From an optimization exercise on the open Yosys and OpenROAD flow, aimed at small area; shortcuts taken in it are not production practice.
The RTL was checked by simulation tests, not by an equivalence proof against the original design.
No activity file was given, so power comes from the tool's default toggle rates.

### flow/config.mk
export PLATFORM = sky130hd
export DESIGN_NAME = store_issue_top
export DESIGN_NICKNAME = store_issue_top
export VERILOG_FILES = /design/flow/design.v
export SDC_FILE = /design/flow/constraint.sdc
export NUM_CORES = 4
export LEC_CHECK = 0
export CAP_MARGIN = 20
export CORE_MARGIN = 2
export CORE_UTILIZATION = 55
export SLEW_MARGIN = 20
export SYNTH_HIERARCHICAL = 1
### flow/flow/run.sh
#!/bin/bash
# Standard ORFS layout with two changes: port buffers use the smallest buffer
# cell, and clock tree synthesis adds no dummy loads.
set -euo pipefail
bash standard.sh \
  "BUFFER_PORTS_ARGS=-buffer_cell sky130_fd_sc_hd__buf_1" \
  "CTS_ARGS=-sink_clustering_enable -repair_clock_nets -dont_use_dummy_load -buf_list sky130_fd_sc_hd__clkbuf_4" \
  finish > flow_make.log 2>&1
### flow/design.v
package store_issue_pkg;
  localparam int line_bytes = 128;
  localparam int bank_bytes = 4;
  localparam int bank_count = line_bytes / bank_bytes;
  localparam int lane_bytes = 16;
  localparam int line_addr_w = 30;
  localparam int offset_w = $clog2(line_bytes);
  localparam int bank_w = $clog2(bank_count);
  localparam int size_w = 3;
  localparam int max_size_code = 4;
  typedef logic [line_addr_w-1:0] line_addr_t;
  typedef logic [offset_w-1:0] offset_t;
  typedef logic [size_w-1:0] size_t;
  typedef logic [bank_w-1:0] bank_t;
  typedef logic [bank_bytes-1:0] ben_t;
  typedef logic [lane_bytes*8-1:0] data_t;
  typedef logic [line_bytes-1:0] byte_mask_t;
endpackage
`timescale 1ns/1ps
module store_overlap_check (
  input  store_issue_pkg::line_addr_t req0_line,
  input  store_issue_pkg::offset_t    req0_offset,
  input  store_issue_pkg::offset_t    req0_last,
  input  store_issue_pkg::line_addr_t req1_line,
  input  store_issue_pkg::offset_t    req1_offset,
  input  store_issue_pkg::offset_t    req1_last,
  output logic                        conflict
);
  logic [store_issue_pkg::offset_w:0] ge0;
  logic [store_issue_pkg::offset_w:0] ge1;
  assign ge0[0] = 1'b1;
  assign ge1[0] = 1'b1;
  for (genvar k = 0; k < store_issue_pkg::offset_w; k++) begin : cmp
    assign ge0[k+1] = (req1_last[k] ^ req0_offset[k]) ? req1_last[k] : ge0[k];
    assign ge1[k+1] = (req0_last[k] ^ req1_offset[k]) ? req0_last[k] : ge1[k];
  end
  assign conflict = (req0_line == req1_line) &&
                    ge0[store_issue_pkg::offset_w] && ge1[store_issue_pkg::offset_w];
endmodule
`timescale 1ns/1ps
module store_span (
  input  store_issue_pkg::offset_t offset,
  input  store_issue_pkg::size_t   size,
  output store_issue_pkg::offset_t last
);
  logic [3:0] mask;
  logic [7:0] carry;
  assign mask = {size >= 3'd4, size >= 3'd3, size >= 3'd2, size >= 3'd1};
  assign carry[0] = 1'b0;
  for (genvar k = 0; k < 7; k++) begin : add
    if (k < 4) begin : low
      assign carry[k+1] = mask[k] ? (offset[k] | carry[k]) : (offset[k] & carry[k]);
      assign last[k] = offset[k] ^ mask[k] ^ carry[k];
    end else begin : high
      assign carry[k+1] = offset[k] & carry[k];
      assign last[k] = offset[k] ^ carry[k];
    end
  end
endmodule
module byte_enable_gen (
  input  logic [1:0]             first_byte,
  input  store_issue_pkg::size_t size,
  output store_issue_pkg::ben_t  ben_begin,
  output store_issue_pkg::ben_t  ben_end
);
  logic [1:0] mask;
  logic [1:0] last_byte;
  logic       one_bank;
  assign mask = {size >= 3'd2, size >= 3'd1};
  assign last_byte = first_byte + mask;
  assign one_bank = (size <= 3'd2) && ({1'b0, first_byte} + {1'b0, mask} < 3'd4);
  always_comb begin
    for (int j = 0; j < store_issue_pkg::bank_bytes; j++) begin
      ben_begin[j] = (j >= first_byte) && (!one_bank || (j <= last_byte));
      ben_end[j] = (j <= last_byte) && (!one_bank || (j >= first_byte));
    end
  end
endmodule
`timescale 1ns/1ps
module rotate_stage_n #(
  parameter int bytes = 1
) (
  input  logic                   sel,
  input  logic                   sel_n,
  input  store_issue_pkg::data_t d,
  output store_issue_pkg::data_t q_n
);
  assign q_n = ~(({d[127-8*bytes:0], d[127:128-8*bytes]} & {128{sel}}) |
                 (d & {128{sel_n}}));
endmodule
module rotate_stage_p #(
  parameter int bytes = 1
) (
  input  logic                   sel,
  input  logic                   sel_n,
  input  store_issue_pkg::data_t d_n,
  output store_issue_pkg::data_t q
);
  assign q = ~(({d_n[127-8*bytes:0], d_n[127:128-8*bytes]} | {128{sel_n}}) &
               (d_n | {128{sel}}));
endmodule
module store_data_align (
  input  logic [3:0]             shift,
  input  logic [3:0]             shift_n,
  input  store_issue_pkg::data_t data_in,
  output store_issue_pkg::data_t data_out
);
  store_issue_pkg::data_t rot1_n;
  store_issue_pkg::data_t rot2;
  store_issue_pkg::data_t rot3_n;
  rotate_stage_n #(.bytes(1)) stage1 (.sel(shift[0]), .sel_n(shift_n[0]), .d(data_in), .q_n(rot1_n));
  rotate_stage_p #(.bytes(2)) stage2 (.sel(shift[1]), .sel_n(shift_n[1]), .d_n(rot1_n), .q(rot2));
  rotate_stage_n #(.bytes(4)) stage3 (.sel(shift[2]), .sel_n(shift_n[2]), .d(rot2), .q_n(rot3_n));
  rotate_stage_p #(.bytes(8)) stage4 (.sel(shift[3]), .sel_n(shift_n[3]), .d_n(rot3_n), .q(data_out));
endmodule
`timescale 1ns/1ps
module store_lane #(
  parameter bit held = 1'b1
) (
  input  logic                        clk,
  input  logic                        keep,
  input  logic                        keep_n,
  input  store_issue_pkg::line_addr_t line_in,
  input  store_issue_pkg::offset_t    offset_in,
  input  store_issue_pkg::offset_t    last_in,
  input  store_issue_pkg::size_t      size_in,
  input  store_issue_pkg::data_t      data_in,
  output store_issue_pkg::line_addr_t line,
  output store_issue_pkg::bank_t      bank_begin,
  output store_issue_pkg::bank_t      bank_end,
  output store_issue_pkg::ben_t       ben_begin,
  output store_issue_pkg::ben_t       ben_end,
  output store_issue_pkg::data_t      data
);
  localparam int w = 30 + 7 + 5 + 3 + 128;
  store_issue_pkg::offset_t offset_q;
  store_issue_pkg::size_t   size_q;
  store_issue_pkg::data_t   data_q;
  logic [w-1:0]             next;
  logic [w-1:0]             now;
  assign now = {line, offset_q, bank_end, size_q, data_q};
  if (held) begin : hold
    assign next = ({line_in, offset_in, last_in[6:2], size_in, data_in} & {w{keep_n}}) |
                  (now & {w{keep}});
  end else begin : follow
    assign next = {line_in, offset_in, last_in[6:2], size_in, data_in};
  end
  always_ff @(posedge clk) begin
    {line, offset_q, bank_end, size_q, data_q} <= next;
  end
  assign bank_begin = offset_q[6:2];
  byte_enable_gen ben_gen (
    .first_byte (offset_q[1:0]),
    .size       (size_q),
    .ben_begin  (ben_begin),
    .ben_end    (ben_end)
  );
  logic [3:0] shift_n;
  assign shift_n = ~offset_q[3:0];
  store_data_align data_align (
    .shift    (offset_q[3:0]),
    .shift_n  (shift_n),
    .data_in  (data_q),
    .data_out (data)
  );
endmodule
`timescale 1ns/1ps
module store_issue_ctrl (
  input  logic clk,
  input  logic rst,
  input  logic bus_hold,
  input  logic miss_hold,
  input  logic miss_pause,
  input  logic insert_data,
  input  logic req0_en,
  input  logic req1_en,
  input  logic conflict,
  output logic keep1,
  output logic keep1_n,
  output logic st0_en,
  output logic st1_en,
  output logic busy
);
  logic hold;
  logic accept;
  logic take0;
  logic take1;
  logic split;
  logic pending;
  logic pending_next;
  assign hold = bus_hold | miss_hold | miss_pause | insert_data;
  assign accept = !pending && !hold;
  assign take0 = accept && req0_en;
  assign take1 = accept && req1_en;
  assign split = take0 && take1 && conflict;
  assign pending_next = split || (pending && hold);
  always_ff @(posedge clk) begin
    if (rst) begin
      st0_en <= 1'b0;
      st1_en <= 1'b0;
      pending <= 1'b0;
    end else begin
      st0_en <= take0;
      st1_en <= (take1 && !split) || (pending && !hold);
      pending <= pending_next;
    end
  end
  assign keep1 = pending;
  assign keep1_n = !pending;
  assign busy = pending;
endmodule
`timescale 1ns/1ps
module store_issue_top (
  input  logic                        clk,
  input  logic                        rst,
  input  logic                        bus_hold,
  input  logic                        miss_hold,
  input  logic                        miss_pause,
  input  logic                        insert_data,
  input  logic                        req0_en,
  input  store_issue_pkg::line_addr_t req0_line,
  input  store_issue_pkg::offset_t    req0_offset,
  input  store_issue_pkg::size_t      req0_size,
  input  store_issue_pkg::data_t      req0_data,
  input  logic                        req1_en,
  input  store_issue_pkg::line_addr_t req1_line,
  input  store_issue_pkg::offset_t    req1_offset,
  input  store_issue_pkg::size_t      req1_size,
  input  store_issue_pkg::data_t      req1_data,
  output logic                        busy,
  output logic                        st0_en,
  output store_issue_pkg::line_addr_t st0_line,
  output store_issue_pkg::bank_t      st0_bank_begin,
  output store_issue_pkg::bank_t      st0_bank_end,
  output store_issue_pkg::ben_t       st0_ben_begin,
  output store_issue_pkg::ben_t       st0_ben_end,
  output store_issue_pkg::data_t      st0_data,
  output logic                        st1_en,
  output store_issue_pkg::line_addr_t st1_line,
  output store_issue_pkg::bank_t      st1_bank_begin,
  output store_issue_pkg::bank_t      st1_bank_end,
  output store_issue_pkg::ben_t       st1_ben_begin,
  output store_issue_pkg::ben_t       st1_ben_end,
  output store_issue_pkg::data_t      st1_data
);
  logic conflict;
  logic keep1;
  logic keep1_n;
  store_issue_pkg::offset_t last0;
  store_issue_pkg::offset_t last1;
  store_span span0 (
    .offset (req0_offset),
    .size   (req0_size),
    .last   (last0)
  );
  store_span span1 (
    .offset (req1_offset),
    .size   (req1_size),
    .last   (last1)
  );
  store_overlap_check overlap (
    .req0_line   (req0_line),
    .req0_offset (req0_offset),
    .req0_last   (last0),
    .req1_line   (req1_line),
    .req1_offset (req1_offset),
    .req1_last   (last1),
    .conflict    (conflict)
  );
  store_issue_ctrl ctrl (
    .clk         (clk),
    .rst         (rst),
    .bus_hold    (bus_hold),
    .miss_hold   (miss_hold),
    .miss_pause  (miss_pause),
    .insert_data (insert_data),
    .req0_en     (req0_en),
    .req1_en     (req1_en),
    .conflict    (conflict),
    .keep1       (keep1),
    .keep1_n     (keep1_n),
    .st0_en      (st0_en),
    .st1_en      (st1_en),
    .busy        (busy)
  );
  store_lane #(.held(1'b0)) lane0 (
    .clk          (clk),
    .keep         (1'b0),
    .keep_n       (1'b1),
    .line_in      (req0_line),
    .offset_in    (req0_offset),
    .last_in      (last0),
    .size_in      (req0_size),
    .data_in      (req0_data),
    .line         (st0_line),
    .bank_begin   (st0_bank_begin),
    .bank_end     (st0_bank_end),
    .ben_begin    (st0_ben_begin),
    .ben_end      (st0_ben_end),
    .data         (st0_data)
  );
  store_lane #(.held(1'b1)) lane1 (
    .clk          (clk),
    .keep         (keep1),
    .keep_n       (keep1_n),
    .line_in      (req1_line),
    .offset_in    (req1_offset),
    .last_in      (last1),
    .size_in      (req1_size),
    .data_in      (req1_data),
    .line         (st1_line),
    .bank_begin   (st1_bank_begin),
    .bank_end     (st1_bank_end),
    .ben_begin    (st1_ben_begin),
    .ben_end      (st1_ben_end),
    .data         (st1_data)
  );
endmodule
### flow/standard.sh
#!/bin/bash
# synth_recipe.tcl (not shown) runs the flow's synth.tcl, then flattens the netlist and writes it again
# the make line also repeats each setting of config.mk as NAME=value (left out here)
make -C /OpenROAD-flow-scripts/flow DESIGN_CONFIG=/design/flow/config.mk WORK_HOME=/design/flow/orfs CLKGATE_MAP_FILE= SYNTH_SCRIPT=/design/flow/synth_recipe.tcl "${@:-finish}"
### flow/constraint.sdc
create_clock -name core_clock -period 8.0 [get_ports {clk}]
set_input_delay 1.6000 -clock core_clock [delete_from_list [all_inputs] [get_ports {clk}]]
set_output_delay 1.6000 -clock core_clock [all_outputs]
set_load 0.01 [all_outputs]
==> flow_summary_export.csv, run 1 <==
group,metric,value,unit
die,rows,69,
logic_synthesis,netlist_area,0.0196,mm2
logic_synthesis,netlist_instances,1988,
run_status,error,"[ERROR PPL-0024] Number of IO pins (699) exceeds maximum number of available positions (692). Increase the die perimeter from 770.34um to 950.64um.",
die,die_h,193,um
logic_synthesis,ys_warn_count,10,
run_status,status,"stopped before the end",
logic_synthesis,postSynthAreaPerCell,9.84,um2
die,die_x,193,um
run_status,lastStage,"3_2_place_iop",
die,initial_core_util,0.554,
logic_synthesis,syn-num-nets,2344,
==> run 2, diff against run 1 <==
==> flow/flow/run.sh (replaced) <==
#!/bin/bash
# Standard ORFS layout with two changes: port buffers use the smallest buffer
# cell, and clock tree synthesis adds no dummy loads.
set -euo pipefail
bash standard.sh \
  "BUFFER_PORTS_ARGS=-buffer_cell sky130_fd_sc_hd__buf_1" \
  "CTS_ARGS=-sink_clustering_enable -repair_clock_nets -dont_use_dummy_load -buf_list sky130_fd_sc_hd__clkbuf_8 -sink_clustering_size 20 -sink_clustering_max_diameter 60" \
  finish > flow_make.log 2>&1
--- a/flow/config.mk
+++ b/flow/config.mk
@@ -7,6 +7,6 @@
 export LEC_CHECK = 0
 export CAP_MARGIN = 20
 export CORE_MARGIN = 2
-export CORE_UTILIZATION = 55
+export CORE_UTILIZATION = 35
 export SLEW_MARGIN = 20
 export SYNTH_HIERARCHICAL = 1
==> run 2 against run 1 <==
Synthesized area stayed put. Now clean on timing, DRC and antenna. Synthesized cell count did not move.
==> flow_summary_export.csv, run 2 <==
group,metric,value,unit
sta,relSlewSlack,0.291,
sta,finalSetupViolCount,0,
die,rows,86,
sta,hold_viol_final,0,
sta,fin_ws,1.93,ns
power,peakVddDrop,0.138,mV
logic_synthesis,netlist_instances,1988,
drt,drc,0,
die,initial_core_util,0.354,
clock_network,cts_sinks,349,
drt,routedWlPerCell,31.0,um
logic_synthesis,syn-num-nets,2344,
die,io_pins,699,
placed_design,dp_slack,2.64,ns
worst_setup_path,endpoint_kind,"output pin",
finish,drive_above_1_share,0.0373,
die,design.die.area,0.0578,mm2
logic_synthesis,postSynthAreaPerCell,9.84,um2
clock_network,worstSkewPairLatency,0.65,ns
global_routing,grt_pass1_wl,135000,um
finish,final_common_cell,"buf_1",
worst_setup_path,critPathRequiredTime,6.40,ns
placed_design,numPortBuffers,698,
finish,design_area,0.0211,mm2
sta,period_needed,6.07,ns
clock_network,cts.reportedPaths.clkPinSlew,0.08,ns
finish,finalNetCount,2827,
sta,worst_slew_pin_slew,1.06,ns
drt,initialDrtViolationCount,3283,
sta,skew,0.110,ns
clock_network,post_cts_buffers,0,
die,die_h,240,um
global_routing,grt_max_degree,127,
placed_design,placed_area,0.0206,mm2
placed_design,gp_congestion,1.07,
global_routing,first_global_vias,18736,
sta,rsz0062_at_grt,"false",
hold_path,hold_path.class,"reg2reg",
worst_setup_path,start_kind,"register",
power,p_leak,7.09,nW
sta,finalMaxSlewViolations,0,
drt,drt_first_pass_iters,8,
clock_network,cts.htree.levels,2,
clock_network,clock_path_buffers,3,
die,coreArea,0.0552,mm2
finish,fin_util,0.382,
drt,via_count,21243,
drt,ant_nets,0,
die,die_x,240,um
clock_network,numCtsBuffers,35,
worst_setup_path,critical_path_class,"reg2out",
worst_setup_path,crit_arrival,4.47,ns
logic_synthesis,netlist_area,0.0196,mm2
placed_design,place_hpwl,78200,um
global_routing,grt-ovfl-total,0,
global_routing,grt_antenna_before_repair,20,
drt,drt-total-wl,100000,um
power,power.density,201,mW/mm2
flow_run,drv_cap,0,
drt,routed_via_density,6.57,
finish,final_cell_mix,"698 x buf_1, 516 x a22oi_1, 516 x o22ai_1",
clock_network,post_cts_resize_count,0,
worst_setup_path,critPathMaxFanout,73,
clock_network,hold_buffers,0,
clock_network,cts_tree,"built",
finish,syn_to_final_growth,7.87,%
sta,fmax,165,MHz
sta,fin_setup_tns,0,ns
worst_setup_path,worst-r2r-setup-slack,4.72,ns
logic_synthesis,ys_warn_count,10,
clock_network,root_buffer,"clkbuf_8",
sta,layout_worst_path_cycle_share,0.759,
run_status,status,"no timing/DRC/antenna violations",
global_routing,track_usage,0.324,
==> run 2: layout make-up <==
class	count	area, um2
timing repair buffer	719	2780
inverter	23	98.8
sequential	349	7020
tap	748	936
antenna	17	42.5
multi-input combinational	1343	9740
clock buffer	35	482
fill	5769	34100
==> run 2: metal layers <==
metal,share of wire,GRT usage,vias to the layer above
met5,0.00016,0,-
met3,0.10,0.0703,289
met1,0.39,0.410,10161
li1,-,-,9224
met4,0.074,0.229,4
met2,0.44,0.489,1565
==> run 2: final timing paths <==
check	start	cells past startpoint	end
setup reg to reg	ctrl.pending$_SDFF_PP0_	4	lane1.data_q[54]$_DFF_P_
hold reg to reg	lane1.bank_end[1]$_DFF_P_	1	lane1.bank_end[1]$_DFF_P_
hold / removal	lane1.bank_end[1]$_DFF_P_	1	lane1.bank_end[1]$_DFF_P_
setup / recovery	lane0.offset_q[0]$_DFF_P_	7	st0_data[73]
==> run 2: power by group <==
| part | total [mW] | switching (mW) | leakage [nW] | internal [mW] |
|---|---|---|---|---|
| clock | 1.01 | 0.617 | 0.252 | 0.391 |
| sequential | 1.96 | 0.123 | 2.95 | 1.84 |
| combinational | 1.28 | 0.850 | 3.89 | 0.429 |
==> run 2: critical path, stage by stage (launching register included) <==
cell      delay, ns
dfxtp_4        0.65
clkinv_2       0.92
buf_4          0.59
a22oi_1        0.79
o22ai_1        0.20
a22oi_1        0.33
o22ai_1        0.16
buf_1          0.18
==> run 2: per-stage QoR <==
| step | instances | hold slack, ns | total power [mW] |
|---|---|---|---|
| final | 3234 | 0.472 | 4.24 |
| after global routing | 3231 | 0.488 | 4.40 |
| after CTS | 3217 | 0.477 | 4.23 |
| after detailed placement | 3182 | 0.453 | 3.22 |
| after global placement | 3182 | 0.454 | 3.22 |
| after floorplan | 1988 | 0.440 | 2.77 |
==> run 3, diff against run 2 <==
==> flow/flow/run.sh (replaced) <==
#!/bin/bash
# Standard ORFS layout with two changes: port buffers use the smallest buffer
# cell, and clock tree synthesis adds no dummy loads.
set -euo pipefail
bash standard.sh \
  "BUFFER_PORTS_ARGS=-buffer_cell sky130_fd_sc_hd__buf_1" \
  "CTS_ARGS=-sink_clustering_enable -repair_clock_nets -dont_use_dummy_load -buf_list sky130_fd_sc_hd__clkbuf_4 -sink_clustering_size 10 -sink_clustering_max_diameter 40" \
  finish > flow_make.log 2>&1
--- a/flow/config.mk
+++ b/flow/config.mk
@@ -8,5 +8,6 @@
 export CAP_MARGIN = 20
 export CORE_MARGIN = 2
 export CORE_UTILIZATION = 35
+export PLACE_DENSITY = 0.75
 export SLEW_MARGIN = 20
 export SYNTH_HIERARCHICAL = 1
==> run 3 against run 2 <==
Sequential share of layout area rose by 0.10 points. Still clean on timing, DRC and antenna. Sequential power about the same. Global-route usage shrank 2.8 points. Clock-buffer cell count rose by 26. Wire length decreased by 8.7%.
==> flow_summary_export.csv, run 3 <==
group,metric,value,unit
finish,fin_util,0.381,
drt,ant_nets,0,
worst_setup_path,critPathRequiredTime,6.40,ns
sta,relSlewSlack,0.252,
power,p_int,2.61,mW
clock_network,post_cts_resize_count,0,
logic_synthesis,syn-num-nets,2344,
die,initial_core_util,0.354,
worst_setup_path,critical_path_class,"reg2out",
flow_run,drv_cap,0,
die,die_h,240,um
global_routing,track_usage,0.296,
worst_setup_path,critPathLaunch,"lane0.offset_q[0]$_DFF_P_",
drt,drt-total-wl,91500,um
sta,fmax,162,MHz
drt,routedWlPerCell,28.2,um
sta,hold_slack,0.473,ns
placed_design,place_hpwl,69700,um
logic_synthesis,ys_warn_count,10,
sta,finalSetupViolCount,0,
power,peakVddDrop,0.142,mV
drt,drc,0,
die,rows,86,
worst_setup_path,timing.rr.end,"lane1.data_q[32]$_DFF_P_",
power,power.density,199,mW/mm2
global_routing,grt-ovfl-total,0,
sta,skew,0.125,ns
clock_network,numCtsBuffers,61,
global_routing,grt_antenna_before_repair,6,
sta,finalMaxSlewViolations,0,
worst_setup_path,rr_worst_depth,3,
clock_network,clock_path_buffers,3,
clock_network,worstSkewPairLatency,0.90,ns
logic_synthesis,netlist_instances,1988,
clock_network,cts.htree.levels,2,
global_routing,grt_max_degree,126,
worst_setup_path,crit_arrival,4.56,ns
clock_network,root_buffer,"clkbuf_4",
die,coreArea,0.0552,mm2
worst_setup_path,worst-r2r-setup-slack,5.46,ns
die,design.die.area,0.0578,mm2
run_status,status,"no timing/DRC/antenna violations",
global_routing,first_global_vias,18309,
die,die_x,240,um
logic_synthesis,postSynthAreaPerCell,9.84,um2
sta,rsz0062_at_grt,"false",
worst_setup_path,slowest_stage,"a22oi_1",
finish,drive_above_1_share,0.0469,
drt,via_count,21301,
placed_design,gp_congestion,1.07,
clock_network,hold_buffers,0,
power,p_clk_frac,0.234,
logic_synthesis,netlist_area,0.0196,mm2
finish,final_common_cell,"buf_1",
drt,initialDrtViolationCount,3664,
sta,fin_setup_tns,0,ns
clock_network,cts_sinks,349,
power,power,4.18,mW
hold_path,min_path_cells,1,
sta,period_needed,6.16,ns
worst_setup_path,crit_chain,"clkinv_2 -> buf_4 -> a22oi_1 -> o22ai_1 -> a22oi_1 -> o22ai_1 -> buf_1",
finish,fill_cells,5778,
power,p_leak,7.11,nW
worst_setup_path,slowest_delay,0.80,ns
worst_setup_path,start_kind,"register",
power,power_frac_seq,0.467,
finish,final_cell_mix,"698 x buf_1, 516 x a22oi_1, 516 x o22ai_1",
clock_network,cts_tree,"built",
clock_network,cts.reportedPaths.clkPinSlew,0.09,ns
power,pwr-share-comb,0.299,
power,power_switching,1.57,mW
hold_path,min-delay-start,"lane1.line[20]$_DFF_P_",
finish,finalNetCount,2852,
global_routing,grt_pass1_wl,125000,um
clock_network,post_cts_buffers,0,
power,sw_frac_of_total,0.376,
placed_design,numPortBuffers,698,
finish,syn_to_final_growth,7.54,%
sta,hold_viol_final,0,
sta,layout_worst_path_cycle_share,0.770,
worst_setup_path,critPathMaxFanout,69,
drt,routed_via_density,6.56,
worst_setup_path,rr_startpoint,"ctrl.pending$_SDFF_PP0_",
hold_path,holdPathEnd,"lane1.line[20]$_DFF_P_",
die,io_pins,699,
hold_path,hold_path.class,"reg2reg",
drt,drt_first_pass_iters,9,
worst_setup_path,endpoint_kind,"output pin",
sta,worst_slew_pin_slew,1.12,ns
-- run 3: metrics by stage --
stage | worst slack [ns] | cell area [um2] | instances
5_1_grt | 1.70 | 21000 | 3244
3_3_place_gp | 2.77 | 20600 | 3181
3_5_place_dp | 2.65 | 20600 | 3181
2_1_floorplan | 3.31 | 19600 | 1988
4_1_cts | 2.25 | 21000 | 3242
6_report | 1.84 | 21000 | 3245
-- run 3: cell type report --
class / instances / area [um2] / area share
diodes: 3 / 7.51 / 0.000357
clock buffers: 61 / 458 / 0.0218
inverters: 23 / 98.8 / 0.00470
multi-input cells: 1343 / 9740 / 0.463
flip-flops and latches: 349 / 7020 / 0.334
well taps: 748 / 936 / 0.0445
repair buffers: 718 / 2770 / 0.132
-- run 3: how the worst max path moves through the flow --
| stage | endpoint | cells past startpoint |
|---|---|---|
| finish | st0_data[112] | 7 |
| global placement | ctrl.pending$_SDFF_PP0_ | 17 |
| detailed placement | ctrl.pending$_SDFF_PP0_ | 17 |
| CTS | st1_data[8] | 7 |
| floorplan | ctrl.pending$_SDFF_PP0_ | 16 |
| global route | st0_data[112] | 7 |
-- run 3: routing by layer --
layer / GRT usage / part of all wire / vias to the layer above
li1: - / - / 9290
met1: 0.361 / 0.36 / 9925
met2: 0.474 / 0.45 / 1757
met3: 0.0735 / 0.12 / 325
met4: 0.167 / 0.065 / 4
met5: 0 / 0.00027 / -
-- run 3: worst max-delay path, delay by kind of cell (launching register included) --
family                 cells  cell delay, ns
AOI/OAI and AO/OA          4            1.61
buffers and inverters      3            1.57
DFF                        1            0.55
-- run 3: power by group through the flow --
| stage | registers [mW] | logic (mW) | clock network [mW] |
|---|---|---|---|
| 2_1_floorplan | 1.94 | 0.836 | 0 |
| 3_3_place_gp | 1.99 | 1.19 | 0 |
| 3_5_place_dp | 1.99 | 1.19 | 0 |
| 4_1_cts | 1.95 | 1.20 | 1.01 |
| 5_1_grt | 1.96 | 1.31 | 1.07 |
| 6_report | 1.95 | 1.25 | 0.978 |
==> run 4, diff against run 3 <==
--- a/flow/config.mk
+++ b/flow/config.mk
@@ -8,6 +8,5 @@
 export CAP_MARGIN = 20
 export CORE_MARGIN = 2
 export CORE_UTILIZATION = 35
-export PLACE_DENSITY = 0.75
 export SLEW_MARGIN = 20
 export SYNTH_HIERARCHICAL = 1
==> run 4 against run 3 <==
Critical path depth unchanged. Final area up 0.51%. Power up 2.5%. Non-clock buffer count up 1. Synthesized area unchanged. Hold slack worse by 0.0063 ns. Die area unchanged. Via count up 0.22%. Global-route usage up 3.1 points. Wire length up 9.7%. Synthesized cell count unchanged. Largest power group unchanged.
==> flow_summary_export.csv, run 4 <==
group,metric,value,unit
worst_setup_path,crit_chain,"clkinv_2 -> buf_4 -> a22oi_1 -> o22ai_1 -> a22oi_1 -> o22ai_1 -> buf_1",
logic_synthesis,ys_warn_count,10,
die,die_h,240,um
sta,fin_setup_tns,0,ns
drt,routed_via_density,6.53,
worst_setup_path,worst-r2r-setup-slack,4.73,ns
clock_network,cts.htree.levels,3,
placed_design,numPortBuffers,698,
placed_design,gp_congestion,1.07,
worst_setup_path,start_kind,"register",
power,peakVddDrop,0.125,mV
logic_synthesis,netlist_instances,1988,
global_routing,track_usage,0.327,
worst_setup_path,timing.rr.end,"lane1.data_q[54]$_DFF_P_",
clock_network,cts.reportedPaths.clkPinSlew,0.06,ns
sta,fmax,159,MHz
worst_setup_path,rr_startpoint,"ctrl.pending$_SDFF_PP0_",
hold_path,hold_path.class,"reg2reg",
finish,design_area,0.0211,mm2
global_routing,grt_antenna_before_repair,22,
power,power.density,203,mW/mm2
finish,syn_to_final_growth,8.09,%
sta,rsz0062_at_grt,"false",
global_routing,first_global_vias,19036,
clock_network,clock_path_buffers,3,
global_routing,grt_pass1_wl,135000,um
die,rows,86,
worst_setup_path,endpoint_kind,"output pin",
die,initial_core_util,0.354,
placed_design,numPlacedInstances,3182,
sta,relSlewSlack,0.286,
die,coreArea,0.0552,mm2
clock_network,root_buffer,"clkbuf_4",
placed_design,placed_area,0.0206,mm2
power,p_clk_frac,0.245,
worst_setup_path,rr_worst_depth,4,
worst_setup_path,critPathMaxFanout,73,
finish,multi_input_area,0.00974,mm2
worst_setup_path,critPathLaunch,"lane0.offset_q[0]$_DFF_P_",
clock_network,numCtsBuffers,69,
power,sw_frac_of_total,0.380,
finish,ff_latch_area,0.00702,mm2
worst_setup_path,crit_end,"st0_data[9]",
sta,finalMaxSlewViolations,0,
finish,fin_util,0.383,
global_routing,grt_max_degree,127,
power,p_int,2.66,mW
finish,fill_cells,5807,
worst_setup_path,slowest_delay,0.92,ns
drt,routedWlPerCell,30.7,um
finish,finalNetCount,2861,
power,pwr-share-comb,0.298,
drt,drt-total-wl,100000,um
drt,via_count,21347,
clock_network,worstSkewPairLatency,0.81,ns
drt,initialDrtViolationCount,3251,
sta,period_needed,6.27,ns
flow_run,drv_cap,0,
power,p_leak,7.15,nW
drt,drt_first_pass_iters,7,
logic_synthesis,syn-num-nets,2344,
drt,drc,0,
power,power_switching,1.63,mW
sta,finalSetupViolCount,0,
placed_design,place_hpwl,78200,um
sta,hold_slack,0.467,ns
sta,skew,0.109,ns
worst_setup_path,critPathRequiredTime,6.40,ns
worst_setup_path,slowest_stage,"clkinv_2",
finish,final_cell_mix,"698 x buf_1, 516 x a22oi_1, 516 x o22ai_1",
logic_synthesis,postSynthAreaPerCell,9.84,um2
finish,fin_cells,3270,
clock_network,hold_buffers,0,
clock_network,post_cts_resize_count,0,
global_routing,grt-ovfl-total,0,
run_status,status,"no timing/DRC/antenna violations",
drt,ant_nets,0,
clock_network,cts_tree,"built",
sta,worst_slew_pin_slew,1.07,ns
finish,final_common_cell,"buf_1",
clock_network,cts_sinks,349,
worst_setup_path,critical_path_class,"reg2out",
clock_network,post_cts_buffers,0,
power,power_frac_seq,0.457,
die,die_x,240,um
logic_synthesis,netlist_area,0.0196,mm2
sta,hold_viol_final,0,
die,io_pins,699,
sta,layout_worst_path_cycle_share,0.784,
die,design.die.area,0.0578,mm2
finish,drive_above_1_share,0.0503,
worst_setup_path,crit_arrival,4.67,ns
## run 4: area by class of cell
class,instances,share of cell area
Inverter,23,0.00468
Multi-Input combinational cell,1343,0.461
Clock buffer,69,0.0245
Sequential cell,349,0.332
Timing Repair Buffer,719,0.132
Antenna cell,19,0.00225
Tap cell,748,0.0443
## run 4: critical path: cells and delay by family (launching register included)
family / cells / cell delay (ns)
compound gates: 4 / 1.51
flops: 1 / 0.65
buf+inv: 3 / 1.70
## run 4: stage by stage
step,setup WS [ns],power (mW)
finish,1.73,4.29
CTS,1.87,4.28
detailed placement,2.64,3.22
floorplan,3.31,2.77
global route,1.44,4.46
global placement,2.68,3.22
## run 4: worst min path at each step
| stage | startpoint | depth (start not counted) | endpoint |
|---|---|---|---|
| after detailed placement | lane1.line[15]$_DFF_P_ | 1 | lane1.line[15]$_DFF_P_ |
| after floorplan | lane1.offset_q[4]$_DFF_P_ | 1 | lane1.offset_q[4]$_DFF_P_ |
| after CTS | lane1.bank_end[1]$_DFF_P_ | 1 | lane1.bank_end[1]$_DFF_P_ |
| final | lane1.bank_end[1]$_DFF_P_ | 1 | lane1.bank_end[1]$_DFF_P_ |
| after global routing | lane1.bank_end[2]$_DFF_P_ | 1 | lane1.bank_end[2]$_DFF_P_ |
| after global placement | lane1.line[12]$_DFF_P_ | 1 | lane1.line[12]$_DFF_P_ |
## run 4: power by group through the flow
| stage | registers, mW | clock network (mW) | logic, mW |
|---|---|---|---|
| after floorplan | 1.94 | 0 | 0.836 |
| after global placement | 1.99 | 0 | 1.23 |
| after detailed placement | 1.99 | 0 | 1.23 |
| after CTS | 1.95 | 1.09 | 1.24 |
| after global routing | 1.97 | 1.16 | 1.34 |
| final | 1.96 | 1.05 | 1.28 |
## run 4: routing by layer
layer,vias to the layer above,share of wire,global-route usage
met3,326,0.11,0.0890
met4,12,0.078,0.233
met2,1593,0.44,0.492
met5,-,0.00068,0
li1,9315,-,-
met1,10101,0.38,0.402
==> run 5, diff against run 4 <==
==> flow/flow/run.sh (replaced) <==
#!/bin/bash
# Standard ORFS layout with two changes: port buffers use the smallest buffer
# cell, and clock tree synthesis adds no dummy loads.
set -euo pipefail
bash standard.sh \
  "BUFFER_PORTS_ARGS=-buffer_cell sky130_fd_sc_hd__buf_1" \
  "CTS_ARGS=-sink_clustering_enable -repair_clock_nets -dont_use_dummy_load -buf_list sky130_fd_sc_hd__clkbuf_4 -sink_clustering_size 14 -sink_clustering_max_diameter 30" \
  finish > flow_make.log 2>&1
==> run 5 against run 4 <==
Critical path depth stayed put. Power increased by 2.2%. Core utilization grew 0.20 points. Synthesized area is the same. Global-route usage about the same. Final cell count grew 0.40%. Clock power is 9% higher. Wire length decreased by 0.14%. Sequential share of layout area decreased by 0.18 points. Largest cell class unchanged.
==> flow_summary_export.csv, run 5 <==
group,metric,value,unit
placed_design,gp_congestion,1.07,
drt,routed_via_density,6.52,
power,p_leak,7.23,nW
clock_network,root_buffer,"clkbuf_4",
drt,via_count,21415,
clock_network,cts_tree,"built",
flow_run,drv_cap,0,
sta,fin_setup_tns,0,ns
sta,finalSetupViolCount,0,
die,rows,86,
clock_network,cts_sinks,349,
placed_design,placed_area,0.0206,mm2
sta,rsz0062_at_grt,"false",
clock_network,hold_buffers,0,
worst_setup_path,critical_path_class,"reg2out",
clock_network,post_cts_resize_count,0,
worst_setup_path,endpoint_kind,"output pin",
drt,initialDrtViolationCount,3274,
logic_synthesis,netlist_instances,1988,
global_routing,grt_pass1_wl,135000,um
finish,drive_above_1_share,0.0564,
placed_design,numPortBuffers,698,
global_routing,grt-ovfl-total,0,
die,io_pins,699,
clock_network,cts.htree.levels,3,
clock_network,clock_path_buffers,3,
clock_network,cts.reportedPaths.clkPinSlew,0.05,ns
finish,final_cell_mix,"698 x buf_1, 516 x a22oi_1, 516 x o22ai_1",
clock_network,numCtsBuffers,85,
finish,syn_to_final_growth,8.66,%
drt,drc,0,
power,peakVddDrop,0.128,mV
logic_synthesis,syn-num-nets,2344,
finish,design_area,0.0213,mm2
sta,hold_viol_final,0,
logic_synthesis,ys_warn_count,10,
global_routing,grt_antenna_before_repair,22,
sta,hold_slack,0.465,ns
finish,fill_cells,5817,
sta,worst_slew_pin_slew,1.06,ns
global_routing,track_usage,0.326,
power,power.density,206,mW/mm2
worst_setup_path,critPathBufInv,3,
finish,finalNetCount,2877,
sta,fmax,160,MHz
worst_setup_path,crit_arrival,4.64,ns
worst_setup_path,critPathRequiredTime,6.40,ns
sta,period_needed,6.24,ns
die,initial_core_util,0.354,
sta,layout_worst_path_cycle_share,0.780,
sta,relSlewSlack,0.290,
global_routing,grt_max_degree,127,
sta,skew,0.103,ns
drt,routedWlPerCell,30.5,um
die,coreArea,0.0552,mm2
die,die_h,240,um
worst_setup_path,slowest_stage,"clkinv_2",
die,die_x,240,um
drt,ant_nets,0,
clock_network,worstSkewPairLatency,0.83,ns
hold_path,hold_path.class,"reg2reg",
worst_setup_path,crit_chain,"clkinv_2 -> buf_4 -> a22oi_1 -> o22ai_1 -> a22oi_1 -> o22ai_1 -> buf_1",
power,power,4.38,mW
clock_network,post_cts_buffers,0,
worst_setup_path,start_kind,"register",
worst_setup_path,slowest_delay,0.93,ns
sta,finalMaxSlewViolations,0,
logic_synthesis,netlist_area,0.0196,mm2
global_routing,first_global_vias,19196,
die,design.die.area,0.0578,mm2
drt,drt-total-wl,100000,um
worst_setup_path,cp_top_family,"buffers and inverters",
drt,drt_first_pass_iters,7,
run_status,status,"no timing/DRC/antenna violations",
logic_synthesis,postSynthAreaPerCell,9.84,um2
finish,final_common_cell,"buf_1",
worst_setup_path,critPathMaxFanout,73,
placed_design,place_hpwl,78200,um
run 5: cell types whose count changed in the layout (fill, tap and decap cells not counted):
cell	change
clkbuf_4	+16
diode_2	-3
run 5: cell type report:
class / count / area [um2] / share of cell area
multi-input combinational: 1343 / 9740 / 0.458
inverter: 23 / 98.8 / 0.00465
sequential: 349 / 7020 / 0.330
antenna: 16 / 40.0 / 0.00188
tap: 748 / 936 / 0.0440
clock buffer: 85 / 638 / 0.0300
timing repair buffer: 719 / 2780 / 0.131
run 5: per-stage QoR:
stage	util	instances	setup slack, ns
2_1_floorplan	-	1988	3.31
3_3_place_gp	0.373	3182	2.68
3_5_place_dp	0.373	3182	2.64
4_1_cts	0.384	3267	1.88
5_1_grt	0.385	3279	1.52
6_report	0.385	3283	1.76
run 5: per-layer routing:
layer	track usage	up-vias	part of all wire
met4	0.245	12	0.079
li1	-	9343	-
met3	0.0835	318	0.11
met2	0.487	1612	0.43
met5	0	-	0.00068
met1	0.404	10130	0.38
run 5: path summary, 6_finish.rpt:
check	cells past startpoint	slack, ns	startpoint	endpoint
worst min-delay path	1	0.47	lane1.bank_end[1]$_DFF_P_	lane1.bank_end[1]$_DFF_P_
worst min register to register	1	0.47	lane1.bank_end[1]$_DFF_P_	lane1.bank_end[1]$_DFF_P_
worst max register to register	4	4.77	ctrl.pending$_SDFF_PP0_	lane1.data_q[112]$_DFF_P_
worst max-delay path	7	1.76	lane0.offset_q[0]$_DFF_P_	st0_data[73]
run 5: power by group:
part | internal [mW] | total, mW | switching [mW]
Sequential | 1.84 | 1.96 | 0.122
Clock | 0.479 | 1.14 | 0.664
Combinational | 0.429 | 1.28 | 0.848
Total | 2.75 | 4.38 | 1.64
==> run 6, diff against run 5 <==
--- a/flow/design.v
+++ b/flow/design.v
@@ -49,26 +49,27 @@
   assign carry[0] = 1'b0;
   for (genvar k = 0; k < 7; k++) begin : add
     if (k < 4) begin : low
-      assign carry[k+1] = mask[k] ? (offset[k] | carry[k]) : (offset[k] & carry[k]);
       assign last[k] = offset[k] ^ mask[k] ^ carry[k];
+      assign carry[k+1] = (offset[k] & mask[k]) | (offset[k] & carry[k]) | (mask[k] & carry[k]);
     end else begin : high
-      assign carry[k+1] = offset[k] & carry[k];
       assign last[k] = offset[k] ^ carry[k];
+      assign carry[k+1] = offset[k] & carry[k];
     end
   end
 endmodule
 module byte_enable_gen (
-  input  logic [1:0]             first_byte,
-  input  store_issue_pkg::size_t size,
-  output store_issue_pkg::ben_t  ben_begin,
-  output store_issue_pkg::ben_t  ben_end
+  input  logic [1:0]            first_byte,
+  input  logic                  wide,
+  input  logic                  pair,
+  output store_issue_pkg::ben_t ben_begin,
+  output store_issue_pkg::ben_t ben_end
 );
   logic [1:0] mask;
   logic [1:0] last_byte;
   logic       one_bank;
-  assign mask = {size >= 3'd2, size >= 3'd1};
+  assign mask = {wide, wide | pair};
   assign last_byte = first_byte + mask;
-  assign one_bank = (size <= 3'd2) && ({1'b0, first_byte} + {1'b0, mask} < 3'd4);
+  assign one_bank = !wide && ({1'b0, first_byte} + {1'b0, mask} < 3'd4);
   always_comb begin
     for (int j = 0; j < store_issue_pkg::bank_bytes; j++) begin
       ben_begin[j] = (j >= first_byte) && (!one_bank || (j <= last_byte));
@@ -132,26 +133,32 @@
   output store_issue_pkg::ben_t       ben_end,
   output store_issue_pkg::data_t      data
 );
-  localparam int w = 30 + 7 + 5 + 3 + 128;
+  localparam int w = 30 + 7 + 5 + 2 + 128;
   store_issue_pkg::offset_t offset_q;
-  store_issue_pkg::size_t   size_q;
+  logic                     wide_q;
+  logic                     pair_q;
+  logic                     wide_in;
+  logic                     pair_in;
   store_issue_pkg::data_t   data_q;
   logic [w-1:0]             next;
   logic [w-1:0]             now;
-  assign now = {line, offset_q, bank_end, size_q, data_q};
+  assign wide_in = size_in[2] | size_in[1];
+  assign pair_in = size_in[0];
+  assign now = {line, offset_q, bank_end, wide_q, pair_q, data_q};
   if (held) begin : hold
-    assign next = ({line_in, offset_in, last_in[6:2], size_in, data_in} & {w{keep_n}}) |
+    assign next = ({line_in, offset_in, last_in[6:2], wide_in, pair_in, data_in} & {w{keep_n}}) |
                   (now & {w{keep}});
   end else begin : follow
-    assign next = {line_in, offset_in, last_in[6:2], size_in, data_in};
+    assign next = {line_in, offset_in, last_in[6:2], wide_in, pair_in, data_in};
   end
   always_ff @(posedge clk) begin
-    {line, offset_q, bank_end, size_q, data_q} <= next;
+    {line, offset_q, bank_end, wide_q, pair_q, data_q} <= next;
   end
   assign bank_begin = offset_q[6:2];
   byte_enable_gen ben_gen (
     .first_byte (offset_q[1:0]),
-    .size       (size_q),
+    .wide       (wide_q),
+    .pair       (pair_q),
     .ben_begin  (ben_begin),
     .ben_end    (ben_end)
   );
==> flow/flow/run.sh (replaced) <==
#!/bin/bash
# Standard ORFS layout with two changes: port buffers use the smallest buffer
# cell, and clock tree synthesis adds no dummy loads.
set -euo pipefail
bash standard.sh \
  "BUFFER_PORTS_ARGS=-buffer_cell sky130_fd_sc_hd__buf_1" \
  "CTS_ARGS=-sink_clustering_enable -repair_clock_nets -dont_use_dummy_load -buf_list sky130_fd_sc_hd__clkbuf_4 -sink_clustering_size 10 -sink_clustering_max_diameter 55" \
  finish > flow_make.log 2>&1
--- a/flow/config.mk
+++ b/flow/config.mk
@@ -8,5 +8,6 @@
 export CAP_MARGIN = 20
 export CORE_MARGIN = 2
 export CORE_UTILIZATION = 35
+export PLACE_DENSITY = 0.75
 export SLEW_MARGIN = 20
 export SYNTH_HIERARCHICAL = 1
==> run 6 against run 5 <==
Still clean on timing, DRC and antenna. Hold slack improved by 0.00080 ns. Flip-flop and latch count fell by 2. Largest power group unchanged. Final cell count fell by 3.0%. Core utilization fell by 0.61 points. Clock power fell by 23%. Register-to-register slack improved by 1.1 ns. Sequential share of layout area rose by 0.53 points. Worst setup slack got worse by 0.060 ns. Synthesized cell count fell by 0.40%. Highest routed layer unchanged.
==> flow_summary_export.csv, run 6 <==
group,metric,value,unit
sta,rsz0062_at_grt,"false",
clock_network,cts.reportedPaths.clkPinSlew,0.10,ns
power,peakVddDrop,0.124,mV
placed_design,gp_congestion,1.06,
clock_network,cts.htree.levels,2,
worst_setup_path,endpoint_kind,"output pin",
sta,finalSetupViolCount,0,
worst_setup_path,critPathMaxFanout,65,
sta,hold_viol_final,0,
power,power_frac_seq,0.480,
clock_network,root_buffer,"clkbuf_4",
finish,final_cell_mix,"698 x buf_1, 516 x a22oi_1, 516 x o22ai_1",
logic_synthesis,syn-num-nets,2340,
global_routing,grt-ovfl-total,0,
global_routing,track_usage,0.299,
worst_setup_path,cp_top_family,"compound AO/OA/AOI/OAI gates",
worst_setup_path,crit_chain,"clkinv_2 -> buf_4 -> a22oi_1 -> o22ai_1 -> a22oi_1 -> o22ai_1 -> buf_1",
global_routing,grt_pass1_wl,125000,um
logic_synthesis,netlist_instances,1980,
clock_network,cts_sinks,347,
sta,fmax,159,MHz
clock_network,post_cts_resize_count,0,
power,p_clk_frac,0.217,
sta,fin_setup_tns,0,ns
clock_network,cts_tree,"built",
worst_setup_path,critPathRequiredTime,6.40,ns
power,pwr-share-comb,0.304,
die,die_h,239,um
clock_network,hold_buffers,0,
power,power_switching,1.54,mW
logic_synthesis,netlist_area,0.0193,mm2
worst_setup_path,critPathBufInv,3,
die,io_pins,699,
clock_network,clock_path_buffers,3,
worst_setup_path,start_kind,"register",
power,sw_frac_of_total,0.379,
drt,via_count,21099,
global_routing,first_global_vias,18187,
die,design.die.area,0.0572,mm2
sta,layout_worst_path_cycle_share,0.787,
hold_path,hold_path.class,"reg2reg",
sta,period_needed,6.30,ns
drt,ant_nets,0,
finish,finalNetCount,2834,
global_routing,grt_max_degree,130,
finish,drive_above_1_share,0.0409,
die,coreArea,0.0549,mm2
finish,design_area,0.0208,mm2
drt,routedWlPerCell,28.6,um
drt,initialDrtViolationCount,3663,
worst_setup_path,slowest_delay,0.93,ns
placed_design,placed_area,0.0204,mm2
die,initial_core_util,0.353,
die,rows,86,
drt,drt-total-wl,91200,um
drt,drc,0,
power,power.density,196,mW/mm2
drt,routed_via_density,6.63,
sta,finalMaxSlewViolations,0,
power,p_int,2.53,mW
finish,final_common_cell,"buf_1",
die,die_x,239,um
logic_synthesis,ys_warn_count,10,
finish,fill_cells,5687,
placed_design,place_hpwl,70100,um
worst_setup_path,crit_arrival,4.70,ns
power,power,4.07,mW
worst_setup_path,critical_path_class,"reg2out",
global_routing,grt_antenna_before_repair,12,
sta,worst_slew_pin_slew,1.07,ns
clock_network,post_cts_buffers,0,
placed_design,numPortBuffers,698,
clock_network,worstSkewPairLatency,0.88,ns
power,p_leak,7.12,nW
flow_run,drv_cap,0,
worst_setup_path,slowest_stage,"a22oi_1",
drt,drt_first_pass_iters,10,
run_status,status,"no timing/DRC/antenna violations",
clock_network,numCtsBuffers,48,
logic_synthesis,postSynthAreaPerCell,9.77,um2
finish,syn_to_final_growth,7.51,%
sta,skew,0.149,ns
sta,relSlewSlack,0.286,
run 6: layout make-up:
type / instances / area [um2] / share of cell area
tap: 704 / 881 / 0.0424
inverter: 45 / 185 / 0.00890
timing repair buffer: 717 / 2770 / 0.133
multi-input combinational: 1315 / 9600 / 0.462
clock buffer: 48 / 360 / 0.0173
sequential: 347 / 6980 / 0.336
antenna: 8 / 20.0 / 0.000963
run 6: final timing paths:
| check | from | endpoint | slack, ns | depth (start not counted) |
|---|---|---|---|---|
| worst max-delay path | lane0.offset_q[0]$_DFF_P_ | st0_data[104] | 1.70 | 7 |
| worst min-delay path | lane1.pair_q$_DFF_P_ | lane1.pair_q$_DFF_P_ | 0.47 | 1 |
| worst max register to register | ctrl.pending$_SDFF_PP0_ | lane1.data_q[120]$_DFF_P_ | 5.89 | 3 |
| worst min register to register | lane1.pair_q$_DFF_P_ | lane1.pair_q$_DFF_P_ | 0.47 | 1 |
run 6: power by group through the flow:
stage / clock [mW] / combinational (mW) / sequential, mW
2_1_floorplan: 0 / 0.835 / 1.92
3_3_place_gp: 0 / 1.17 / 1.98
3_5_place_dp: 0 / 1.18 / 1.98
4_1_cts: 0.911 / 1.19 / 1.94
5_1_grt: 0.970 / 1.30 / 1.96
6_report: 0.881 / 1.24 / 1.95
run 6: stage by stage:
step / hold WS [ns] / setup WS [ns] / util / std cells
3_5_place_dp: 0.452 / 2.54 / 0.372 / 3128
5_1_grt: 0.488 / 1.58 / 0.379 / 3181
4_1_cts: 0.473 / 2.02 / 0.378 / 3176
6_report: 0.466 / 1.70 / 0.379 / 3184
3_3_place_gp: 0.448 / 2.68 / 0.372 / 3128
2_1_floorplan: 0.431 / 3.18 / - / 1980
run 6: routing by layer:
| metal | track usage | up-vias | share of wire | wire length (um) |
|---|---|---|---|---|
| met5 | 0 | - | 0.00048 | 44 |
| met4 | 0.215 | 6 | 0.087 | 7960 |
| met3 | 0.0692 | 366 | 0.12 | 10900 |
| met2 | 0.471 | 1722 | 0.44 | 40400 |
| met1 | 0.358 | 9821 | 0.35 | 31900 |
| li1 | - | 9184 | - | - |
==> run 7, diff against run 6 <==
==> flow/flow/run.sh (replaced) <==
#!/bin/bash
# Standard ORFS layout with two changes: port buffers use the smallest buffer
# cell, and clock tree synthesis adds no dummy loads.
set -euo pipefail
bash standard.sh \
  "BUFFER_PORTS_ARGS=-buffer_cell sky130_fd_sc_hd__buf_1" \
  "CTS_ARGS=-sink_clustering_enable -repair_clock_nets -dont_use_dummy_load -buf_list sky130_fd_sc_hd__clkbuf_4 -sink_clustering_size 8 -sink_clustering_max_diameter 70" \
  finish > flow_make.log 2>&1
--- a/flow/config.mk
+++ b/flow/config.mk
@@ -5,9 +5,9 @@
 export SDC_FILE = /design/flow/constraint.sdc
 export NUM_CORES = 4
 export LEC_CHECK = 0
-export CAP_MARGIN = 20
+export CAP_MARGIN = 5
 export CORE_MARGIN = 2
 export CORE_UTILIZATION = 35
 export PLACE_DENSITY = 0.75
-export SLEW_MARGIN = 20
+export SLEW_MARGIN = 5
 export SYNTH_HIERARCHICAL = 1
==> run 7 against run 6 <==
Synthesized area stayed put. Hold slack better by 0.0016 ns. Final area is 0.11% higher. Final cell count is 0.19% higher. Critical path type unchanged.
==> flow_summary_export.csv, run 7 <==
group,metric,value,unit
run_status,status,"no timing/DRC/antenna violations",
clock_network,cts.htree.levels,2,
flow_run,drv_cap,0,
drt,routed_via_density,6.63,
power,p_clk_frac,0.222,
sta,fmax,161,MHz
sta,finalSetupViolCount,0,
sta,finalMaxSlewViolations,0,
clock_network,cts_tree,"built",
power,pwr-share-comb,0.301,
clock_network,post_cts_buffers,0,
sta,hold_viol_final,0,
placed_design,placed_area,0.0204,mm2
drt,drt_first_pass_iters,9,
worst_setup_path,worst-r2r-setup-slack,5.64,ns
drt,wl_met3,11200,um
sta,relSlewSlack,0.150,
finish,final_cell_mix,"698 x buf_1, 516 x a22oi_1, 516 x o22ai_1",
sta,fin_setup_tns,0,ns
power,peakVddDrop,0.128,mV
global_routing,grt_pass1_wl,125000,um
worst_setup_path,critPathRequiredTime,6.40,ns
global_routing,first_global_vias,18090,
worst_setup_path,slowest_delay,0.77,ns
clock_network,hold_buffers,0,
global_routing,track_usage,0.300,
clock_network,worstSkewPairLatency,0.86,ns
global_routing,grt_antenna_before_repair,12,
worst_setup_path,slowest_stage,"clkinv_2",
drt,dr_wl_met2,40600,um
die,coreArea,0.0549,mm2
hold_path,hold_path.class,"reg2reg",
clock_network,cts_sinks,347,
finish,finalNetCount,2838,
logic_synthesis,postSynthAreaPerCell,9.77,um2
worst_setup_path,crit_arrival,4.60,ns
hold_path,min-delay-start,"lane1.line[2]$_DFF_P_",
power,power_frac_seq,0.477,
placed_design,place_hpwl,70100,um
power,sw_frac_of_total,0.378,
worst_setup_path,rr_startpoint,"ctrl.pending$_SDFF_PP0_",
clock_network,numCtsBuffers,52,
finish,final_common_cell,"buf_1",
power,p_leak,7.14,nW
sta,worst_slew_pin_slew,1.27,ns
finish,syn_to_final_growth,7.63,%
worst_setup_path,crit_chain,"clkinv_2 -> buf_4 -> a22oi_1 -> o22ai_1 -> a22oi_1 -> o22ai_1 -> buf_1",
power,power,4.10,mW
sta,skew,0.0994,ns
clock_network,cts.reportedPaths.clkPinSlew,0.08,ns
finish,design_area,0.0208,mm2
clock_network,clock_path_buffers,3,
drt,drt-total-wl,91100,um
die,design.die.area,0.0572,mm2
drt,routedWlPerCell,28.6,um
power,power.density,197,mW/mm2
logic_synthesis,ys_warn_count,10,
drt,initialDrtViolationCount,3911,
sta,layout_worst_path_cycle_share,0.775,
worst_setup_path,endpoint_kind,"output pin",
worst_setup_path,critPathLaunch,"lane0.offset_q[0]$_DFF_P_",
placed_design,gp_congestion,1.06,
drt,drt-met1-wl,32000,um
sta,rsz0062_at_grt,"false",
power,p_int,2.55,mW
drt,ant_nets,0,
worst_setup_path,critical_path_class,"reg2out",
worst_setup_path,start_kind,"register",
die,die_x,239,um
clock_network,root_buffer,"clkbuf_4",
logic_synthesis,syn-num-nets,2340,
power,power_switching,1.55,mW
global_routing,grt-ovfl-total,0,
logic_synthesis,netlist_area,0.0193,mm2
finish,drive_above_1_share,0.0424,
drt,top_layer,"met5",
global_routing,grt_max_degree,130,
die,initial_core_util,0.353,
worst_setup_path,critPathMaxFanout,65,
die,io_pins,699,
die,die_h,239,um
sta,period_needed,6.20,ns
logic_synthesis,netlist_instances,1980,
die,rows,86,
clock_network,post_cts_resize_count,0,
drt,via_count,21139,
drt,drc,0,
placed_design,numPortBuffers,698,
## run 7: worst max-delay path, delay by kind of cell (launching register included)
family / cells / cell delay [ns]
AO/OA/AOI/OAI: 4 / 1.60
buffers and inverters: 3 / 1.56
flip-flops: 1 / 0.62
## run 7: cell type report
type	instances	area (um2)
repair buffers	717	2760
flip-flops and latches	347	6980
fillers	5687	34100
multi-input cells	1315	9600
well taps	704	881
clock buffers	52	390
inverters	45	181
diodes	10	25.0
## run 7: power groups by stage
| stage | Sequential, mW | Combinational (mW) | Clock [mW] |
|---|---|---|---|
| after CTS | 1.94 | 1.19 | 0.937 |
| after detailed placement | 1.98 | 1.18 | 0 |
| final | 1.95 | 1.23 | 0.911 |
| after global routing | 1.96 | 1.30 | 1.01 |
| after floorplan | 1.92 | 0.835 | 0 |
| after global placement | 1.98 | 1.17 | 0 |
## run 7: path summary, 6_finish.rpt
kind,endpoint,cells past startpoint
setup reg to reg,lane1.data_q[89]$_DFF_P_,3
hold reg to reg,lane1.line[2]$_DFF_P_,1
setup / recovery,st0_data[51],7
hold / removal,lane1.line[2]$_DFF_P_,1
## run 7: stage by stage
step | std cells | util | setup WS, ns | hold WS (ns)
detailed placement | 3128 | 0.372 | 2.54 | 0.452
global placement | 3128 | 0.372 | 2.68 | 0.448
global route | 3186 | 0.379 | 1.56 | 0.483
floorplan | 1980 | - | 3.18 | 0.431
CTS | 3180 | 0.379 | 1.96 | 0.466
finish | 3190 | 0.379 | 1.80 | 0.467
## run 7: routing by layer
layer,track usage,vias up
met1,0.361,9912
li1,-,9184
met2,0.471,1687
met3,0.0727,348
met4,0.208,8
met5,0,-
==> run 8, diff against run 7 <==
--- a/flow/config.mk
+++ b/flow/config.mk
@@ -5,9 +5,9 @@
 export SDC_FILE = /design/flow/constraint.sdc
 export NUM_CORES = 4
 export LEC_CHECK = 0
-export CAP_MARGIN = 5
+export CAP_MARGIN = 20
 export CORE_MARGIN = 2
 export CORE_UTILIZATION = 35
 export PLACE_DENSITY = 0.75
-export SLEW_MARGIN = 5
+export SLEW_MARGIN = 20
 export SYNTH_HIERARCHICAL = 1
==> run 8 against run 7 <==
Core utilization barely moved. Synthesized area is the same. Clock skew rose by 0.0024 ns. Sequential power about the same. Clock-buffer cell count unchanged. Final area hardly changed.
==> flow_summary_export.csv, run 8 <==
group,metric,value,unit
global_routing,track_usage,0.300,
global_routing,grt-ovfl-total,0,
sta,period_needed,6.21,ns
finish,fill_cells,5685,
worst_setup_path,crit_arrival,4.61,ns
worst_setup_path,critPathRequiredTime,6.40,ns
logic_synthesis,postSynthAreaPerCell,9.77,um2
clock_network,cts.htree.levels,2,
drt,routedWlPerCell,28.6,um
worst_setup_path,endpoint_kind,"output pin",
finish,final_cell_mix,"698 x buf_1, 516 x a22oi_1, 516 x o22ai_1",
logic_synthesis,netlist_area,0.0193,mm2
logic_synthesis,ys_warn_count,10,
die,die_h,239,um
global_routing,grt_antenna_before_repair,12,
finish,final_common_cell,"buf_1",
clock_network,clock_path_buffers,3,
power,p_leak,7.14,nW
sta,skew,0.102,ns
flow_run,drv_cap,0,
drt,ant_nets,0,
drt,drt_first_pass_iters,8,
drt,drt-total-wl,91300,um
sta,hold_slack,0.467,ns
clock_network,worstSkewPairLatency,0.86,ns
power,power.density,197,mW/mm2
logic_synthesis,syn-num-nets,2340,
drt,drc,0,
die,initial_core_util,0.353,
clock_network,cts_tree,"built",
clock_network,numCtsBuffers,52,
sta,finalMaxSlewViolations,0,
sta,layout_worst_path_cycle_share,0.776,
worst_setup_path,start_kind,"register",
finish,fin_util,0.380,
sta,fmax,161,MHz
die,io_pins,699,
global_routing,grt_pass1_wl,125000,um
finish,drive_above_1_share,0.0424,
global_routing,grt_max_degree,130,
die,die_x,239,um
sta,relSlewSlack,0.290,
die,coreArea,0.0549,mm2
clock_network,root_buffer,"clkbuf_4",
power,peakVddDrop,0.128,mV
clock_network,hold_buffers,0,
placed_design,dp_slack,2.54,ns
power,power,4.10,mW
clock_network,post_cts_buffers,0,
global_routing,first_global_vias,18090,
sta,rsz0062_at_grt,"false",
finish,finalNetCount,2838,
drt,routed_via_density,6.63,
sta,finalSetupViolCount,0,
die,design.die.area,0.0572,mm2
logic_synthesis,netlist_instances,1980,
worst_setup_path,critical_path_class,"reg2out",
clock_network,cts_sinks,347,
drt,initialDrtViolationCount,3784,
placed_design,place_hpwl,70100,um
placed_design,gp_congestion,1.06,
clock_network,cts.reportedPaths.clkPinSlew,0.08,ns
finish,syn_to_final_growth,7.69,%
die,rows,86,
sta,fin_ws,1.79,ns
hold_path,hold_path.class,"reg2reg",
worst_setup_path,critPathMaxFanout,65,
placed_design,numPortBuffers,698,
sta,hold_viol_final,0,
clock_network,post_cts_resize_count,0,
sta,fin_setup_tns,0,ns
run_status,status,"no timing/DRC/antenna violations",
sta,worst_slew_pin_slew,1.07,ns
drt,via_count,21138,
-- run 8: cell types whose count changed in the layout (fill, tap and decap cells not counted) --
cell	before	now
buf_4	19	17
buf_6	0	2
clkinv_2	8	7
inv_6	0	1
-- run 8: metrics by stage --
step | cell area [um2] | std cells
after floorplan | 19300 | 1980
after global placement | 20400 | 3128
after detailed placement | 20400 | 3128
after CTS | 20800 | 3180
after global routing | 20800 | 3186
final | 20800 | 3190
-- run 8: power by group --
part	switching (mW)	leakage [nW]	internal, mW	total, mW
registers	0.128	2.93	1.82	1.95
clock network	0.615	0.239	0.296	0.911
logic	0.806	3.97	0.428	1.23
total	1.55	7.14	2.55	4.10
-- run 8: path summary, 6_finish.rpt --
kind	from	end	slack, ns	cells after the start
worst max-delay path	lane0.offset_q[0]$_DFF_P_	st0_data[51]	1.79	7
worst min-delay path	lane1.line[2]$_DFF_P_	lane1.line[2]$_DFF_P_	0.47	1
worst min register to register	lane1.line[2]$_DFF_P_	lane1.line[2]$_DFF_P_	0.47	1
worst max register to register	ctrl.pending$_SDFF_PP0_	lane1.data_q[79]$_DFF_P_	5.93	3
-- run 8: critical path, cell delays in order (launching register included) --
cell and delay (ns):
dfxtp_4 0.62, clkinv_2 0.78, buf_4 0.61, a22oi_1 0.79, o22ai_1 0.23, a22oi_1 0.42, o22ai_1 0.17, buf_1 0.17
-- run 8: metal layers --
layer,vias to the layer above,wire length (um),GRT usage,share of wire
met5,-,44,0,0.00048
met4,6,7390,0.208,0.081
met3,353,11800,0.0727,0.13
met2,1750,40600,0.471,0.44
met1,9829,31400,0.361,0.34
li1,9200,-,-,-
-- run 8: cell type report --
class / instances / area, um2 / share of cell area
multi-input cells: 1315 / 9600 / 0.461
flip-flops and latches: 347 / 6980 / 0.335
repair buffers: 717 / 2770 / 0.133
well taps: 704 / 881 / 0.0423
clock buffers: 52 / 390 / 0.0187
inverters: 45 / 185 / 0.00889
diodes: 10 / 25.0 / 0.00120
==> run 9, diff against run 8 <==
==> flow/flow/run.sh (replaced) <==
#!/bin/bash
# Standard ORFS layout with two changes: port buffers use the smallest buffer
# cell, clock tree synthesis adds no dummy loads, and non-critical gates are
# downsized after global routing.
set -euo pipefail
bash standard.sh \
  "BUFFER_PORTS_ARGS=-buffer_cell sky130_fd_sc_hd__buf_1" \
  "CTS_ARGS=-sink_clustering_enable -repair_clock_nets -dont_use_dummy_load -buf_list sky130_fd_sc_hd__clkbuf_4 -sink_clustering_size 8 -sink_clustering_max_diameter 70" \
  "RECOVER_POWER=100" \
  finish > flow_make.log 2>&1
==> run 9 against run 8 <==
The layout now fails its checks (capacitance limit, slew limit). Final cell count about the same. Global-route usage unchanged. Core utilization decreased by 0.098 points. Flip-flop and latch count unchanged. Synthesized cell count unchanged. Clock skew increased by 0.0080 ns. Via count decreased by 0.34%. Maximum frequency decreased by 7.4%. Sequential power about the same. Clock-buffer cell count unchanged. Largest cell class unchanged.
==> flow_summary_export.csv, run 9 <==
group,metric,value,unit
power,peakVddDrop,0.128,mV
die,io_pins,699,
worst_setup_path,critPathMaxFanout,74,
global_routing,grt_antenna_before_repair,12,
worst_setup_path,endpoint_kind,"output pin",
power,power,4.09,mW
sta,skew,0.110,ns
global_routing,grt_max_degree,130,
clock_network,post_cts_buffers,0,
placed_design,dp_slack,2.54,ns
worst_setup_path,rr_startpoint,"ctrl.pending$_SDFF_PP0_",
clock_network,hold_buffers,0,
hold_path,hold_path.class,"reg2reg",
drt,routedWlPerCell,28.6,um
clock_network,worstSkewPairLatency,0.86,ns
worst_setup_path,slowest_stage,"dfxtp_1",
sta,period_needed,6.70,ns
clock_network,cts.reportedPaths.clkPinSlew,0.10,ns
placed_design,place_hpwl,70100,um
drt,initialDrtViolationCount,3706,
clock_network,post_cts_resize_count,0,
run_status,status,"finished with violations",
die,initial_core_util,0.353,
power,p_clk_frac,0.223,
sta,fmax,149,MHz
power,power_frac_seq,0.477,
finish,syn_to_final_growth,7.41,%
drt,ant_nets,0,
worst_setup_path,start_kind,"register",
placed_design,numPortBuffers,698,
global_routing,track_usage,0.300,
hold_path,min-delay-start,"lane1.line[2]$_DFF_P_",
placed_design,gp_congestion,1.06,
sta,relSlewSlack,-1.77,
die,rows,86,
sta,worst_slew_pin_slew,4.13,ns
logic_synthesis,ys_warn_count,10,
drt,drc,0,
worst_setup_path,crit_chain,"clkinv_2 -> buf_4 -> o22ai_1 -> buf_1",
power,sw_frac_of_total,0.378,
die,die_x,239,um
hold_path,holdPathEnd,"lane1.line[2]$_DFF_P_",
worst_setup_path,timing.rr.end,"lane1.data_q[79]$_DFF_P_",
sta,hold_viol_final,0,
power,power.density,197,mW/mm2
finish,finalNetCount,2838,
logic_synthesis,netlist_area,0.0193,mm2
sta,hold_slack,0.463,ns
power,p_leak,7.12,nW
finish,drive_above_1_share,0.0392,
logic_synthesis,netlist_instances,1980,
worst_setup_path,critical_path_class,"reg2out",
worst_setup_path,slowest_delay,1.69,ns
sta,fin_setup_tns,0,ns
finish,fill_cells,5697,
die,design.die.area,0.0572,mm2
clock_network,root_buffer,"clkbuf_4",
finish,final_common_cell,"buf_1",
global_routing,grt-ovfl-total,0,
logic_synthesis,syn-num-nets,2340,
drt,via_count,21067,
sta,finalMaxSlewViolations,231,
clock_network,clock_path_buffers,3,
sta,rsz0062_at_grt,"false",
hold_path,min_path_cells,1,
die,coreArea,0.0549,mm2
worst_setup_path,crit_arrival,5.10,ns
run_status,so_faults,"capacitance limit, slew limit",
sta,fin_ws,1.30,ns
clock_network,cts.htree.levels,2,
sta,layout_worst_path_cycle_share,0.838,
drt,drt_first_pass_iters,10,
worst_setup_path,rr_worst_depth,3,
logic_synthesis,postSynthAreaPerCell,9.77,um2
worst_setup_path,critPathBufInv,3,
clock_network,cts_tree,"built",
die,die_h,239,um
worst_setup_path,cp_top_family,"buffers and inverters",
global_routing,grt_pass1_wl,125000,um
flow_run,drv_cap,3,
clock_network,numCtsBuffers,52,
worst_setup_path,worst-r2r-setup-slack,1.85,ns
clock_network,cts_sinks,347,
power,pwr-share-comb,0.300,
power,power_switching,1.55,mW
drt,routed_via_density,6.61,
finish,final_cell_mix,"685 x buf_1, 516 x a22oi_1, 516 x o22ai_1",
global_routing,first_global_vias,18090,
drt,drt-total-wl,91300,um
worst_setup_path,critPathRequiredTime,6.40,ns
power,p_int,2.55,mW
sta,finalSetupViolCount,0,
-- run 9: per-stage QoR --
step           cells  cell area [um2]   util
3_3_place_gp    3128            20400  0.372
6_report        3188            20800  0.379
4_1_cts         3180            20800  0.379
3_5_place_dp    3128            20400  0.372
2_1_floorplan   1980            19300      -
5_1_grt         3186            20800  0.379
-- run 9: layout make-up --
| type | count | area (um2) | area share |
|---|---|---|---|
| Antenna cell | 8 | 20.0 | 0.000963 |
| Clock buffer | 52 | 390 | 0.0188 |
| Inverter | 45 | 181 | 0.00873 |
| Multi-Input combinational cell | 1315 | 9570 | 0.461 |
| Sequential cell | 347 | 6970 | 0.336 |
| Tap cell | 704 | 881 | 0.0424 |
| Timing Repair Buffer | 717 | 2760 | 0.133 |
-- run 9: layer usage --
layer  global-route usage  routed length [um]
met1                0.361               31500
met2                0.471               40700
met3               0.0727               11600
met4                0.208                7470
met5                    0                  44
-- run 9: worst max-delay path by stage --
stage / start / endpoint / slack, ns / depth (start not counted)
after floorplan: req1_size[0] / ctrl.pending$_SDFF_PP0_ / 3.18 / 17
after CTS: lane1.offset_q[0]$_DFF_P_ / st1_data[8] / 1.96 / 7
final: lane0.offset_q[3]$_DFF_P_ / st0_data[16] / 1.30 / 4
after detailed placement: req1_size[0] / ctrl.pending$_SDFF_PP0_ / 2.54 / 18
after global placement: req1_size[0] / ctrl.pending$_SDFF_PP0_ / 2.68 / 18
after global routing: lane0.offset_q[3]$_DFF_P_ / st0_data[16] / 0.98 / 4
-- run 9: power groups by stage --
stage / sequential [mW] / combinational (mW) / clock (mW)
2_1_floorplan: 1.92 / 0.835 / 0
3_3_place_gp: 1.98 / 1.17 / 0
3_5_place_dp: 1.98 / 1.18 / 0
4_1_cts: 1.94 / 1.19 / 0.937
5_1_grt: 1.96 / 1.29 / 1.01
6_report: 1.95 / 1.23 / 0.911

-- port drivers added, routing unchanged --
How much do the figures lean on ideal ports? The routed layouts below were timed once more, with nothing changed but the port constraints. Step 1 sets driving cells, clkbuf_16 on the clock port and buf_2 on the other inputs (assumed; they add their load-dependent delay and slew). Step 2 adds t to the input delays and takes it off the output delays; t is the mean of the earliest and latest rising clock arrival at the registers after step 1. Input paths then give back, and output paths get back, about the clock's delay inside the block. Slacks: ideal ports / drivers / drivers and shift; pairs: ideal ports / drivers.
run	shift t [ns]	setup WS [ns]	slew at the worst register clock pin (ns)	worst slew at a driven data input, ns
run 2	0.654	1.929 / 1.867 / 2.521	0.12 / 0.12	0.13
run 3	0.887	1.842 / 1.780 / 2.581	0.11 / 0.11	0.16
run 4	0.829	1.730 / 1.672 / 2.501	0.11 / 0.11	0.13
run 5	0.847	1.761 / 1.702 / 2.548	0.11 / 0.11	0.13
run 6	0.831	1.702 / 1.642 / 2.473	0.12 / 0.12	0.21
run 7	0.831	1.799 / 1.741 / 2.507	0.11 / 0.11	0.20
run 8	0.833	1.791 / 1.729 / 2.507	0.11 / 0.11	0.20
run 9	0.835	1.298 / 1.237 / 1.847	0.11 / 0.11	0.20
